This design comes from an exercise in tuning for small area, a short achievable clock period and few clock cycles per item on the open sky130 flow, not from production work.
Where RTL was checked, it was by simulation tests only, not by an equivalence proof against the original.
Power is estimated from default activity; no workload was simulated.

build 26:
Design w4a8_gemm_top, start of the top module:
module w4a8_gemm_top (
  input  wire         ap_clk,
  input  wire         areset,
  input  wire         ap_start,
  input  wire         write_result,
  input  wire         a_req,
  input  wire  [31:0] a_data,
  input  wire         b_req,
  input  wire  [31:0] b_data,
  input  wire         out_ready,
  output wire         ap_idle,
  output wire         ap_done,
  output wire         ap_ready,
  output wire         a_ack,
  output wire         b_ack,
  output wire         out_valid,
  output wire  [31:0] out_data
);
Settings: LEC_CHECK=0, CAP_MARGIN=20, CORE_MARGIN=2, CORE_UTILIZATION=40, CTS_BUF_LIST=sky130_fd_sc_hd__clkbuf_4 sky130_fd_sc_hd__clkbuf_8, SETUP_SLACK_MARGIN=5, SLEW_MARGIN=20; clock period 8.0 ns.
standard.sh (not shown) runs the stock make flow with config.mk's settings and CLKGATE_MAP_FILE= SYNTH_SCRIPT=/design/flow/synth_recipe.tcl, a recipe that flattens the netlist after the stock synthesis.
==> flow/flow/run.sh <==
#!/bin/bash
# standard layout, logged
set -e
cp standard.sh standard.sh.txt 2>/dev/null || true
bash standard.sh > standard.log 2>&1
Build 26 | stages: all done | timing, DRC, antenna: all pass
Testbench counts of build 26, summed over its fixed seeds: cycles 31,250, jobs 3,200.
What build 17 does differently from build 26 at the input level:
- swapping 40 for 55 in CORE_UTILIZATION
- clearing SETUP_SLACK_MARGIN, which used to be 5
==> flow/flow/run.sh <==
#!/bin/bash
set -euo pipefail
D=$PWD
SETUP_MARGIN=${SETUP_MARGIN:-5}
bash standard.sh synth > synth.log 2>&1
make -C "$FLOW_HOME" DESIGN_CONFIG=$D/config.mk WORK_HOME=$D/orfs CLKGATE_MAP_FILE= \
  SYNTH_SCRIPT=$D/synth_recipe.tcl \
  BUFFER_PORTS_ARGS="-buffer_cell sky130_fd_sc_hd__buf_1" \
  CTS_ARGS="-sink_clustering_enable -repair_clock_nets -dont_use_dummy_load -buf_list {sky130_fd_sc_hd__clkbuf_4 sky130_fd_sc_hd__clkbuf_8}" \
  SETUP_SLACK_MARGIN=$SETUP_MARGIN finish > layout.log 2>&1
R=$D/orfs/results/sky130hd/w4a8_gemm_top/base
: # left out here: write the final layout as DEF
## What came out
| average size of a mapped cell | build 26 vs build 17 | ≈ equal |
Per the comparison of build 17 with build 26, global routing usage on met3 has increased; clock network area share now smaller; via count did not really move; area after synthesis neither gained nor lost much.
Summary of build 17 over build 26: largest net degree at the start of global routing climbed about 13%; total power draw decreased about 5.6%; wire length has decreased; worst setup slack saw a decrease.
Power share of the clock group came out lower on build 17 than on build 26.
The following lists how build 2 was set up differently from build 17:
- changing CORE_UTILIZATION from 55 to 40
==> flow/flow/run.sh <==
#!/bin/bash
set -euo pipefail
D=$PWD
SETUP_MARGIN=${SETUP_MARGIN:-5.15}
bash standard.sh synth > synth.log 2>&1
make -C "$FLOW_HOME" DESIGN_CONFIG=$D/config.mk WORK_HOME=$D/orfs CLKGATE_MAP_FILE= \
  SYNTH_SCRIPT=$D/synth_recipe.tcl \
  BUFFER_PORTS_ARGS="-buffer_cell sky130_fd_sc_hd__buf_2" \
  CTS_ARGS="-sink_clustering_enable -repair_clock_nets -dont_use_dummy_load -buf_list {sky130_fd_sc_hd__clkbuf_4 sky130_fd_sc_hd__clkbuf_8}" \
  SETUP_SLACK_MARGIN=$SETUP_MARGIN finish > layout.log 2>&1
R=$D/orfs/results/sky130hd/w4a8_gemm_top/base
: # left out here: write the final layout as DEF
## What came out
- Build 2 falls short of build 17 in power.
- Compared to build 17, build 2 has internal power contribution about 7% higher.
- Build 2: met3 capacity usage during global routing 0.97 points below build 17
- [diff] maximum frequency, build 2 relative to build 17: improvement
- Diff build 17 -> build 2: global-route usage shows a reduction of 5.3 points; worst setup slack shows an increase of 63 ps; portion of the clock cycle consumed by the worst path in the final layout shows a reduction of 0.78 points.
The inputs of build 62 differ from those of build 2 as listed below.
-- flow/flow/run.sh --
<<< build 2, line 3
D=$PWD
SETUP_MARGIN=${SETUP_MARGIN:-5.15}
bash standard.sh synth > synth.log 2>&1
>>> build 62, line 3
D=$PWD
SETUP_MARGIN=${SETUP_MARGIN:-5}
bash standard.sh synth > synth.log 2>&1
### Flow results
- Build 62: flow completed, timing, DRC and antenna clean
- Internal power of the cells delta (build 62 − build 2): favourable
- The final reports for build 62 and build 2 show relative area of non-clock buffer cells in the final design lower in the former.
- On final-layout worst hold slack, build 2 loses to build 62.
- In build 62, the slack of the worst reg-to-reg path came out 130 ps below the value in build 2.
- Compared with build 2, placement density in the core of build 62 is lower.
- Reported for build 62 and build 2, count of final max-slew check failures turned out identical to the last digit.

* * *

== run 1 ==
Another version of the RTL of w4a8_gemm_top (not shown whole).
Size in the first run: ~730 cells after synthesis, ~140 flip-flops, about 110 I/O pins.
// w4a8_gemm_top
module w4a8_gemm_top (
  input  wire         ap_clk,
  input  wire         areset,
  input  wire         ap_start,
  input  wire         write_result,
  input  wire         a_req,
  input  wire  [31:0] a_data,
  input  wire         b_req,
  input  wire  [31:0] b_data,
  input  wire         out_ready,
  output wire         ap_idle,
  output wire         ap_done,
  output wire         ap_ready,
  output wire         a_ack,
  output wire         b_ack,
  output wire         out_valid,
  output wire  [31:0] out_data
);
Settings: LEC_CHECK=0, CAP_MARGIN=20, CORE_MARGIN=2, CORE_UTILIZATION=50, CTS_BUF_LIST=sky130_fd_sc_hd__clkbuf_4 sky130_fd_sc_hd__clkbuf_8, GPL_TIMING_DRIVEN=1, SLEW_MARGIN=20; clock period 8.0 ns.
==> flow/flow/run.sh <==
#!/bin/bash
set -euo pipefail
D=$PWD
SETUP_MARGIN=${SETUP_MARGIN:-5.1}
bash standard.sh synth > synth.log 2>&1
make -C "$FLOW_HOME" DESIGN_CONFIG=$D/config.mk WORK_HOME=$D/orfs CLKGATE_MAP_FILE= \
  SYNTH_SCRIPT=$D/synth_recipe.tcl \
  BUFFER_PORTS_ARGS="-buffer_cell sky130_fd_sc_hd__buf_2" \
  CTS_ARGS="-sink_clustering_enable -repair_clock_nets -dont_use_dummy_load -buf_list {sky130_fd_sc_hd__clkbuf_4 sky130_fd_sc_hd__clkbuf_8}" \
  SETUP_SLACK_MARGIN=$SETUP_MARGIN finish > layout.log 2>&1
R=$D/orfs/results/sky130hd/w4a8_gemm_top/base
: # left out here: write the final layout as DEF
Testbench counts of run 1, summed over its fixed seeds: cycles 31,250, jobs 3,200.
The inputs of run 2 differ from those of run 1 as listed below.
-- flow/flow/run.sh --
<<< run 1, line 3
D=$PWD
SETUP_MARGIN=${SETUP_MARGIN:-5.1}
bash standard.sh synth > synth.log 2>&1
>>> run 2, line 3
D=$PWD
SETUP_MARGIN=${SETUP_MARGIN:-5}
bash standard.sh synth > synth.log 2>&1
==> comparison <==
Run 2 completed; timing, DRC and antenna clean
Looking at setup clock skew after layout across both flows, run 2 is the weaker of the two, with run 1 ahead.
On via count: between run 1 and run 2, it ends up higher for run 1.
On share of power burned in combinational logic: between run 1 and run 2, it ends up lower for run 2.
[inputs] run 3 vs run 2
-- flow/flow/run.sh --
<<< run 2, line 8
  BUFFER_PORTS_ARGS="-buffer_cell sky130_fd_sc_hd__buf_2" \
  CTS_ARGS="-sink_clustering_enable -repair_clock_nets -dont_use_dummy_load -buf_list {sky130_fd_sc_hd__clkbuf_4 sky130_fd_sc_hd__clkbuf_8}" \
  SETUP_SLACK_MARGIN=$SETUP_MARGIN finish > layout.log 2>&1
>>> run 3, line 8
  BUFFER_PORTS_ARGS="-buffer_cell sky130_fd_sc_hd__buf_2" \
  CTS_ARGS="-sink_clustering_enable -repair_clock_nets -dont_use_dummy_load -sink_clustering_buffer sky130_fd_sc_hd__clkbuf_4 -buf_list {sky130_fd_sc_hd__clkbuf_4 sky130_fd_sc_hd__clkbuf_8}" \
  SETUP_SLACK_MARGIN=$SETUP_MARGIN finish > layout.log 2>&1
### Flow results
As far as final-report max-slew violation count is concerned, run 2 and run 3 perform about the same.
Re area inside the core boundary: no difference whatsoever between run 3 and run 2.
[compare] base=run 2 new=run 3: part of the power in the clock network held; number of antenna violations at the first check in global routing held; floorplan die height held; critical-path maximum fanout held.
Diff run 3..run 2 | wire length | unchanged
Run 2 and run 3 ended up with roughly the same fraction of power consumed by combinational cells.
Looking at run 3 and run 2, the relative area of non-clock buffer cells in the final design is a wash.
Between run 3 and run 2, the difference in non-clock buffer count is negligible.
Modified inputs, run 4 compared to run 3
Settings: an added ABC_AREA of 1.
==> flow/flow/run.sh <==
#!/bin/bash
set -euo pipefail
D=$PWD
SETUP_MARGIN=${SETUP_MARGIN:-5}
bash standard.sh synth > synth.log 2>&1
make -C "$FLOW_HOME" DESIGN_CONFIG=$D/config.mk WORK_HOME=$D/orfs CLKGATE_MAP_FILE= \
  SYNTH_SCRIPT=$D/synth_recipe.tcl \
  BUFFER_PORTS_ARGS="-buffer_cell sky130_fd_sc_hd__buf_2" \
  CTS_ARGS="-sink_clustering_enable -repair_clock_nets -dont_use_dummy_load -buf_list {sky130_fd_sc_hd__clkbuf_4 sky130_fd_sc_hd__clkbuf_8}" \
  SETUP_SLACK_MARGIN=$SETUP_MARGIN finish > layout.log 2>&1
R=$D/orfs/results/sky130hd/w4a8_gemm_top/base
: # left out here: write the final layout as DEF
## What came out
Run 4: highest clock rate is 0.41% higher than what run 3 reported.
On run 4: fraction of standard cell area in multi-input logic is 3.9 points lower than what run 3 gave.
Against run 3, run 4 comes in 3.2% lower on final design instance area without fill.
Run 3 has higher post-cts resize count than run 4.

* * *

## job 101
w4a8_gemm_top, a different RTL version from the one above (not shown whole).
Size: roughly 810 cells after synthesis, ~110 I/O pins, ~9000 µm² of cells after synthesis.
clock: 8.0 ns
lec_check: 0
cap_margin: 20
core_margin: 2
core_utilization: 40
cts_buf_list: sky130_fd_sc_hd__clkbuf_4 sky130_fd_sc_hd__clkbuf_8
setup_slack_margin: 5
slew_margin: 20
run.sh (not shown) runs the stock make flow with config.mk's settings and CLKGATE_MAP_FILE= SYNTH_SCRIPT=/design/flow/synth_recipe.tcl, a recipe that flattens the netlist after the stock synthesis.
Stock flow here: none of the scripts above is used.
Modified inputs, job 104 compared to job 101
==> flow/flow/run.sh (new file) <==
#!/bin/bash
set -euo pipefail
D=$PWD
SETUP_MARGIN=${SETUP_MARGIN:-5}
bash standard.sh synth > synth.log 2>&1
make -C "$FLOW_HOME" DESIGN_CONFIG=$D/config.mk WORK_HOME=$D/orfs CLKGATE_MAP_FILE= \
  SYNTH_SCRIPT=$D/synth_recipe.tcl \
  BUFFER_PORTS_ARGS="-buffer_cell sky130_fd_sc_hd__buf_2" \
  CTS_ARGS="-sink_clustering_enable -repair_clock_nets -dont_use_dummy_load -buf_list {sky130_fd_sc_hd__clkbuf_4 sky130_fd_sc_hd__clkbuf_8}" \
  SETUP_SLACK_MARGIN=$SETUP_MARGIN finish > layout.log 2>&1
R=$D/orfs/results/sky130hd/w4a8_gemm_top/base
: # left out here: write the final layout as DEF
==> flow/standard.sh (new file) <==
#!/bin/bash
# synth_recipe.tcl (not shown) runs the flow's synth.tcl, then flattens the netlist and writes it again
# the make line also repeats each setting of config.mk as NAME=value (left out here)
make -C /OpenROAD-flow-scripts/flow DESIGN_CONFIG=/design/flow/config.mk WORK_HOME=/design/flow/orfs CLKGATE_MAP_FILE= SYNTH_SCRIPT=/design/flow/synth_recipe.tcl "${@:-finish}"
diff --git a/flow/config.mk b/flow/config.mk
--- a/flow/config.mk
+++ b/flow/config.mk
@@ -11,3 +11,2 @@
 export CTS_BUF_LIST = sky130_fd_sc_hd__clkbuf_4 sky130_fd_sc_hd__clkbuf_8
-export SETUP_SLACK_MARGIN = 5
 export SLEW_MARGIN = 20
removed: flow/run.sh
Results
- Combinational power was lower in the run labelled job 104.
- Route | job 104 vs job 101 | wire shorter in job 104
- Re first-pass GRT wire length: job 101 was higher than job 104.
- Final period utilization was lower in job 101 than in job 104.
- Job 101 ended up with a_data[1] as its launching instance or port of the critical path; job 104 ended up with a_data[5].
- Per the comparison of job 104 with job 101, design internal power lost 210 µW; total power lost 280 µW.
No functional check of the RTL was part of any run of this note.

* * *

== nickel ==
Another version of the RTL of w4a8_gemm_top (not shown whole).
For scale: roughly 110 I/O pins, roughly 9200 sq um of cells after synthesis.
Settings: LEC_CHECK=0, CAP_MARGIN=20, CORE_MARGIN=2, CORE_UTILIZATION=50, CTS_BUF_LIST=sky130_fd_sc_hd__clkbuf_4 sky130_fd_sc_hd__clkbuf_8, GPL_TIMING_DRIVEN=1, SLEW_MARGIN=20; clock period 8.0 ns.
standard.sh (not shown) runs the stock make flow with config.mk's settings and CLKGATE_MAP_FILE= SYNTH_SCRIPT=/design/flow/synth_recipe.tcl, a recipe that flattens the netlist after the stock synthesis.
==> flow/flow/run.sh <==
#!/bin/bash
set -euo pipefail
D=$PWD
SETUP_MARGIN=${SETUP_MARGIN:-4.7}
bash standard.sh synth > synth.log 2>&1
make -C "$FLOW_HOME" DESIGN_CONFIG=$D/config.mk WORK_HOME=$D/orfs CLKGATE_MAP_FILE= \
  SYNTH_SCRIPT=$D/synth_recipe.tcl \
  BUFFER_PORTS_ARGS="-buffer_cell sky130_fd_sc_hd__buf_2" \
  CTS_ARGS="-sink_clustering_enable -repair_clock_nets -dont_use_dummy_load -buf_list {sky130_fd_sc_hd__clkbuf_4 sky130_fd_sc_hd__clkbuf_8}" \
  SETUP_SLACK_MARGIN=$SETUP_MARGIN finish > layout.log 2>&1
R=$D/orfs/results/sky130hd/w4a8_gemm_top/base
: # left out here: write the final layout as DEF
nickel has completed all stages; timing, DRC and antenna checks passed.
Input-level comparison between willow and nickel:
diff --git a/flow/flow/run.sh b/flow/flow/run.sh
--- a/flow/flow/run.sh
+++ b/flow/flow/run.sh
@@ -2,5 +2,5 @@
 set -euo pipefail
 D=$PWD
-SETUP_MARGIN=${SETUP_MARGIN:-4.7}
+SETUP_MARGIN=${SETUP_MARGIN:-4.85}
 bash standard.sh synth > synth.log 2>&1
 make -C "$FLOW_HOME" DESIGN_CONFIG=$D/config.mk WORK_HOME=$D/orfs CLKGATE_MAP_FILE= \
==> comparison <==
- willow went all the way through synthesis, placement and routing and the layout is clean on timing, DRC and antenna.
- willow vs nickel — combinational cell power climbed by a few percent
- Looking at nickel and willow, the latest clock arrival within the worst-skew pair is a wash.
- As of willow, power consumed by the clock network had fallen slightly compared to nickel.
- Number of buffers and inverters on the critical path came out exactly the same in nickel and willow.
- Diff nickel -> willow: wire length reported by the detailed router went up by 560 um, sequential share of layout area went down by 0.67 points, met2 usage in global routing went up by 0.92 points.
- Routed via count (lower): nickel
No functional check of the RTL was part of any run of this note.

* * *

rev 12:
Another version of the RTL of w4a8_gemm_top (not shown whole).
Size in the first run: roughly 890 cells after synthesis, roughly 110 I/O pins, roughly 0.0089 mm^2 of cells after synthesis.
## w4a8_gemm_top
module w4a8_gemm_top (
  input  wire         ap_clk,
  input  wire         areset,
  input  wire         ap_start,
  input  wire         write_result,
  input  wire         a_req,
  input  wire  [31:0] a_data,
  input  wire         b_req,
  input  wire  [31:0] b_data,
  input  wire         out_ready,
  output wire         ap_idle,
  output wire         ap_done,
  output wire         ap_ready,
  output wire         a_ack,
  output wire         b_ack,
  output wire         out_valid,
  output wire  [31:0] out_data
);
clock: 8.0 ns
lec_check: 0
cap_margin: 20
core_margin: 2
core_utilization: 50
cts_buf_list: sky130_fd_sc_hd__clkbuf_4 sky130_fd_sc_hd__clkbuf_8
gpl_timing_driven: 1
slew_margin: 20
==> flow/flow/run.sh <==
#!/bin/bash
set -euo pipefail
D=$PWD
SETUP_MARGIN=${SETUP_MARGIN:-5}
bash standard.sh synth > synth.log 2>&1
make -C "$FLOW_HOME" DESIGN_CONFIG=$D/config.mk WORK_HOME=$D/orfs CLKGATE_MAP_FILE= \
  SYNTH_SCRIPT=$D/synth_recipe.tcl \
  BUFFER_PORTS_ARGS="-buffer_cell sky130_fd_sc_hd__buf_2" \
  CTS_ARGS="-sink_clustering_enable -repair_clock_nets -dont_use_dummy_load -buf_list {sky130_fd_sc_hd__clkbuf_4 sky130_fd_sc_hd__clkbuf_8}" \
  SETUP_SLACK_MARGIN=$SETUP_MARGIN finish > layout.log 2>&1
R=$D/orfs/results/sky130hd/w4a8_gemm_top/base
: # left out here: write the final layout as DEF
Rev 12 ended with every stage complete and zero timing, DRC or antenna violations.
## Diff of input files: rev 13 against rev 12
diff --git a/flow/flow/run.sh b/flow/flow/run.sh
--- a/flow/flow/run.sh
+++ b/flow/flow/run.sh
@@ -4 +4 @@
-SETUP_MARGIN=${SETUP_MARGIN:-5}
+SETUP_MARGIN=${SETUP_MARGIN:-5.2}
==> comparison <==
Area taken by flip-flops and latches (lower): rev 12
On clock network area share, rev 12 and rev 13 are basically level.
Looking only at core utilization, and setting everything else aside, the lower value of rev 12 and rev 13 goes to rev 12.
Area added between synthesis and finish was higher in rev 13 than in rev 12.
Relative to rev 12, number of global-route vias before repair has increased by 301 in rev 13.
Rev 13 ends up with a total length of routed wires that is 1600 um higher than in rev 12.
STATUS post-layout worst setup margin: rev 13 loses against rev 12
Total non-filler cell area in the finished layout grows by a few percent when moving from rev 12 to rev 13.
Taking rev 12 as the reference point, the data arrival at the endpoint of the critical path of rev 13 rises by 0.08 ns.
On sequential share of layout area, the lower figure sits with rev 13, not rev 12.
Critical path depth: lower on rev 13
No run of this note included a check of the RTL's function; only the layout flow was run.

separate check: timing with driven ports:
No port has a modelled driver above. Below, the same layouts with a new extraction and two added sets of constraints.
Step 1: set_driving_cell puts a clkbuf_16 on ap_clk and a buf_2 on each other input, an assumption about the parent block.
Step 2 moves the port delays by t, midway between the first and last clock arrival at a register: inputs arrive t later, outputs are due t later. That takes back most of the time a late clock gives input paths.
Three values: ideal, step 1, step 2; two values: the first two.
| run | t, ns | setup WS [ns] | worst register clock-pin slew, ns |
|---|---|---|---|
| build 26 | 0.488 | 4.986 / 4.993 / 4.505 | 0.09 / 0.09 |
| build 17 | 0.479 | 4.971 / 4.977 / 4.498 | 0.08 / 0.08 |
| build 2 | 0.481 | 5.033 / 5.043 / 4.562 | 0.09 / 0.09 |
| build 62 | 0.483 | 4.993 / 5.000 / 4.517 | 0.09 / 0.09 |
| run 1 | 0.474 | 5.127 / 5.127 / 4.780 | 0.08 / 0.08 |
| run 2 | 0.468 | 5.090 / 5.090 / 4.669 | 0.08 / 0.08 |
| run 3 | 0.468 | 5.090 / 5.090 / 4.669 | 0.08 / 0.08 |
| run 4 | 0.477 | 5.102 / 5.102 / 4.662 | 0.08 / 0.08 |
| job 101 | 0.489 | 4.863 / 4.846 / 4.357 | 0.09 / 0.09 |
| job 104 | 0.476 | 4.849 / 4.841 / 4.365 | 0.08 / 0.08 |
| nickel | 0.485 | 4.707 / 4.726 / 4.241 | 0.09 / 0.09 |
| willow | 0.482 | 4.713 / 4.719 / 4.237 | 0.09 / 0.09 |
| rev 12 | 0.483 | 5.013 / 5.013 / 4.591 | 0.09 / 0.09 |
| rev 13 | 0.487 | 4.938 / 4.938 / 4.723 | 0.08 / 0.08 |
After both steps setup and hold are still met in every run listed. The setup slack of job 101, which loses most, moves by -0.017 ns with the drivers and by -0.506 ns with both steps.
